From an optimization exercise on the open Yosys and OpenROAD flow, aimed at a short achievable clock period and few clock cycles per item; shortcuts taken in it are not production practice. In this exercise RTL edits were held to simulation tests only and were not proved equivalent to the original. Power is estimated from default activity; no workload was simulated.

==> job 8401: inputs <==
==> flow/design.v (excerpt) <==
module sp_multicycle
#(
   parameter int DATA_W      = 32,
   parameter int MEM_AW      = 12,
   parameter int MEM_TIMEOUT = 8,
   parameter int R0_ZERO     = 0
) (
   input  logic              clk,
   input  logic              rst_n,
   input  logic              in_valid,
   input  logic [31:0]       inst,
   output logic              out_valid,
   output logic [31:0]       inst_addr,
   output logic              err,
   output logic              mem_req,
   output logic              mem_we,
   output logic [MEM_AW-1:0] mem_addr,
   output logic [DATA_W-1:0] mem_wdata,
   input  logic [DATA_W-1:0] mem_rdata,
   input  logic              mem_ack
);
export LEC_CHECK = 0
export CAP_MARGIN = 20
export CORE_MARGIN = 2
export CORE_UTILIZATION = 40
export SLEW_MARGIN = 20
create_clock -name core_clock -period 12.0 [get_ports {clk}]
standard.sh (not shown) runs the stock make flow with config.mk's settings and CLKGATE_MAP_FILE= SYNTH_SCRIPT=/design/flow/synth_recipe.tcl, a recipe that flattens the netlist after the stock synthesis.
==> flow/flow/run.sh <==
#!/bin/bash
set -euo pipefail
bash standard.sh SETUP_SLACK_MARGIN=7.2 TNS_END_PERCENT=100 \
   ABC_CLOCK_PERIOD_IN_PS=1000 ADDER_MAP_FILE= \
   "SYNTH_KEEP_MODULES=sp_sel32x32 sp_eaunit" finish > standard.log 2>&1
==> job 8701: changes against job 8401 <==
--- a/flow/design.v
+++ b/flow/design.v
@@ -89,16 +89,26 @@
    input  logic [1023:0] d,
    output logic [31:0]   y
 );
    always_comb begin
       y = '0;
       for (int i = 0; i < 32; i++) y = y | ({32{sel[i]}} & d[32*i +: 32]);
    end
 endmodule
+module sp_sel32x13 (
+   input  logic [31:0]  sel,
+   input  logic [415:0] d,
+   output logic [12:0]  y
+);
+   always_comb begin
+      y = '0;
+      for (int i = 0; i < 32; i++) y = y | ({13{sel[i]}} & d[13*i +: 13]);
+   end
+endmodule
 module sp_eaunit (
    input  logic [31:0] r,
    input  logic [15:0] imm,
    output logic [11:0] sum,
    output logic        ok
 );
    logic       c12;
    logic       h_small;
@@ -188,24 +198,28 @@
    logic [31:0]   rd_a, rd_b;
    assign sel_rs = 32'd1 << inst[25:21];
    assign sel_rt = 32'd1 << inst[20:16];
    for (genvar i = 0; i < 32; i++) begin : g_flat
       assign r_flat[32*i +: 32] = r[i];
    end
    sp_sel32x32 u_rd_a (.sel(sel_rs), .d(r_flat), .y(rd_a));
    sp_sel32x32 u_rd_b (.sel(sel_rt), .d(r_flat), .y(rd_b));
+   logic [415:0]      ea_flat;
    logic [MEM_AW-1:0] maddr;
    logic              ea_ok;
-   sp_eaunit u_ea (
-      .r   (rd_a),
-      .imm (imm),
-      .sum (maddr),
-      .ok  (ea_ok)
-   );
+   for (genvar i = 0; i < 32; i++) begin : g_ea
+      sp_eaunit u_ea (
+         .r   (r[i]),
+         .imm (imm),
+         .sum (ea_flat[13*i +: 12]),
+         .ok  (ea_flat[13*i + 12])
+      );
+   end
+   sp_sel32x13 u_ea_sel (.sel(sel_rs), .d(ea_flat), .y({ea_ok, maddr}));
    logic        eq;
    logic        taken;
    logic [31:0] br_target;
    logic [31:0] tgt;
    logic [31:0] bop;
    logic [4:0]  wr_idx;
    assign eq        = (rd_a == rd_b);
    assign taken     = r_jr || d_j || d_jal || (d_beq && eq) || (d_bne && !eq);
==> flow/flow/run.sh (replaced) <==
#!/bin/bash
set -euo pipefail
bash standard.sh SETUP_SLACK_MARGIN=7.2 TNS_END_PERCENT=100 \
   ABC_CLOCK_PERIOD_IN_PS=1000 ADDER_MAP_FILE= \
   "SYNTH_KEEP_MODULES=sp_sel32x32 sp_sel32x13 sp_eaunit" finish > standard.log 2>&1
==> results.py <==
metrics = {
    "status": {
        "run_status": "timing/DRC/antenna clean",
    },
    "clocking": {
        "numCtsBuffers": 157,
    },
    "cells_and_area": {
        "area_growth_pct": 18.7,
    },
    "pwr": {
        "intPower_mw": 14.3,
    },
    "yosys": {
        "synth-compound-area-share": 0.266,
        "muxShareOfSynthArea": 0.0457,
    },
    "die": {
        "fp.dieW_um": 488,
        "tapCellCount": 3132,
    },
    "global_routing": {
        "use_met2": 0.595,
    },
}
Source of the figures above: job 8701

==> results.py <==
metrics = {
    "die": {
        "fp.dieW_um": 414,
        "tapCellCount": 2204,
    },
    "status": {
        "run_status": "timing/DRC/antenna clean",
    },
    "clocking": {
        "numCtsBuffers": 145,
    },
    "yosys": {
        "muxShareOfSynthArea": 0.0636,
    },
    "pwr": {
        "intPower_mw": 11.5,
    },
    "global_routing": {
        "use_met2": 0.513,
    },
}
Source of the figures above: job 8401

Testbench counts of job 8401, summed over its fixed seeds: cycles 26,834, instrs 12,000.
Testbench counts of job 8701, summed over its fixed seeds: cycles 26,834, instrs 12,000.

---

==> v39: inputs <==
Another version of the RTL of sp_multicycle (not shown whole).
clock: 12.0 ns
lec_check: 0
cap_margin: 20
core_margin: 2
core_utilization: 40
slew_margin: 20
==> flow/flow/run.sh <==
#!/bin/bash
set -euo pipefail
bash standard.sh SETUP_SLACK_MARGIN=7.2 TNS_END_PERCENT=100 \
   ABC_CLOCK_PERIOD_IN_PS=1000 ADDER_MAP_FILE= \
   "SYNTH_KEEP_MODULES=sp_eaunit sp_aoi22 sp_nand4 sp_nor2 sp_nand2 sp_ao21 sp_and2 sp_xor2" \
   PRE_IO_PLACEMENT_TCL="$PWD/flow/io.tcl" finish > standard.log 2>&1
==> flow/flow/io.tcl <==
# Keep the memory acknowledge input next to the out_valid output: a load or
# store retires in its ack cycle, through one gate from mem_ack to out_valid.
set_io_pin_constraint -group -order -pin_names {mem_ack out_valid}
==> v35 (differences from v39) <==
--- a/flow/design.v
+++ b/flow/design.v
@@ -138,21 +138,24 @@
    output logic        ok
 );
    logic       c12;
    logic       h_small;
    logic [4:0] nh5, nh5m, s5;
+   logic       m0, m1;
    sp_add12 u_lo (
       .a    (r[11:0]),
       .b    (imm[11:0]),
       .s    (sum),
       .cout (c12)
    );
    assign h_small = (r[31:16] == '0) || (r[31:16] == '1);
    assign nh5     = -r[16:12];
    assign nh5m    = nh5 - 5'd1;
    assign s5      = {imm[15], imm[15:12]};
-   assign ok      = h_small && (c12 ? (s5 == nh5m) : (s5 == nh5));
+   assign m0      = (s5 == nh5);
+   assign m1      = (s5 == nh5m);
+   sp_mxa u_ok (.h(h_small), .s(c12), .a(m1), .b(m0), .y(ok));
 endmodule
 module sp_add12 (
    input  logic [11:0] a,
    input  logic [11:0] b,
    output logic [11:0] s,
@@ -198,10 +201,22 @@
    input  logic a, b,
    output logic y
 );
    assign y = a ^ b;
 endmodule
+module sp_mxa (
+   input  logic h, s, a, b,
+   output logic y
+);
+   assign y = h & (s ? a : b);
+endmodule
+module sp_mxo (
+   input  logic j, s, a, b,
+   output logic y
+);
+   assign y = j | (s ? a : b);
+endmodule
 module sp_multicycle
 #(
    parameter int DATA_W      = 32,
    parameter int MEM_AW      = 12,
    parameter int MEM_TIMEOUT = 8,
@@ -289,12 +304,30 @@
    logic        taken;
    logic [31:0] br_target;
    logic [31:0] tgt;
    logic [31:0] bop;
    logic [4:0]  wr_idx;
-   assign eq        = (rd_a == rd_b);
-   assign taken     = r_jr || d_j || d_jal || (d_beq && eq) || (d_bne && !eq);
+   logic [31:0] ex;
+   logic [15:0] e1;     
+   logic [3:0]  e2;     
+   logic [1:0]  e3;     
+   logic        ne;
+   for (genvar k = 0; k < 32; k++) begin : g_ex
+      sp_xor2 u (.a(rd_a[k]), .b(rd_b[k]), .y(ex[k]));
+   end
+   for (genvar j = 0; j < 16; j++) begin : g_e1
+      sp_nor2 u (.a(ex[2*j]), .b(ex[2*j+1]), .y(e1[j]));
+   end
+   for (genvar m = 0; m < 4; m++) begin : g_e2
+      sp_nand4 u (.a(e1[4*m]), .b(e1[4*m+1]), .c(e1[4*m+2]), .d(e1[4*m+3]), .y(e2[m]));
+   end
+   for (genvar n = 0; n < 2; n++) begin : g_e3
+      sp_nor2 u (.a(e2[2*n]), .b(e2[2*n+1]), .y(e3[n]));
+   end
+   sp_nand2 u_ne (.a(e3[0]), .b(e3[1]), .y(ne));
+   assign eq = !ne;
+   sp_mxo u_taken (.j(r_jr || d_j || d_jal), .s(ne), .a(d_bne), .b(d_beq), .y(taken));
    assign br_target = pc4_q + {{14{imm[15]}}, imm, 2'b00};
    assign tgt       = r_jr ? rd_a :
                       (d_j || d_jal) ? {pc_hi_q, inst[25:0], 2'b00} : br_target;
    assign bop       = r_alu ? rd_b :
                       d_lui ? {imm, 16'h0000} :
==> flow/flow/run.sh (replaced) <==
#!/bin/bash
set -euo pipefail
bash standard.sh SETUP_SLACK_MARGIN=7.2 TNS_END_PERCENT=100 \
   ABC_CLOCK_PERIOD_IN_PS=1000 ADDER_MAP_FILE= \
   "SYNTH_KEEP_MODULES=sp_eaunit sp_aoi22 sp_nand4 sp_nor2 sp_nand2 sp_ao21 sp_and2 sp_xor2 sp_mxa sp_mxo" \
   PRE_IO_PLACEMENT_TCL="$PWD/flow/io.tcl" finish > standard.log 2>&1
==> comparison table <==
Outcome: v39 timing/DRC/antenna clean; v35 timing/DRC/antenna clean
Clock slew at reported path FFs: v39 60 ps; v35 70 ps
Via Count: v39 61,200; v35 66,600
Max frequency: v39 0.190 GHz; v35 0.194 GHz
Post CTS Setup Buffer Count: v39 73; v35 49
Flip-flop and latch share of the layout cell area: v39 37.9%; v35 36.1%
Area enclosed by the die boundary: v39 0.180 sq mm; v35 0.187 sq mm
Non-clk invs: v39 76; v35 89
Final Skew: v39 48.4 ps; v35 34.6 ps
Worst-Margin Slew: v39 1160 ps; v35 1210 ps
Number of distinct library cell variants in the gate-level netlist after synthesis: v39 100; v35 99
Length of the first detailed-routing pass in iterations: v39 8; v35 7
Final clock period utilization by the worst path: v39 44.0%; v35 43.0%
Largest fanout of any net on the critical path: v39 32; v35 2
Maximum resistive drop on vdd: v39 149 uV; v35 172 uV
Antenna violations before repair: v39 13; v35 10
Register area share after synthesis: v39 44.4%; v35 42.6%
Vert. Die Dim: v39 424 um; v35 433 um
Horizontal die dimension: v39 424 um; v35 433 um
Number of cells on the critical path: v39 17; v35 3
Testbench counts of v39, summed over its fixed seeds: cycles 26,834, instrs 12,000.
Testbench counts of v35, summed over its fixed seeds: cycles 26,834, instrs 12,000.

-- afterwards: timing with drivers on the ports --
The results above use ideal ports. As a check the final layouts listed here were re-extracted and re-timed, cells and wires unchanged. Step 1, drivers: a clkbuf_16 drives clk and a buf_2 each remaining input, both assumed. Step 2 moves the port delays by t, midway between the first and last clock arrival at a register: inputs arrive t later, outputs are due t later. That takes back most of the time a late clock gives input paths. Three values: ideal, step 1, step 2; two values: the first two.
run	shift t [ns]	slack for setup (ns)	latest minus earliest clock arrival (ns)	cell pins on the clock port's net
job 8401	0.880	6.423 / 6.395 / 5.515	0.042 / 0.042	1
job 8701	0.966	6.599 / 6.360 / 5.395	0.073 / 0.073	1
v39	0.868	6.725 / 6.723 / 5.855	0.048 / 0.048	1
v35	0.867	6.838 / 6.796 / 6.211	0.035 / 0.035	1
After both steps every run listed still meets setup and hold. For job 8701, which loses most, drivers alone change the setup slack by -0.239 ns; drivers and shift together by -1.204 ns.
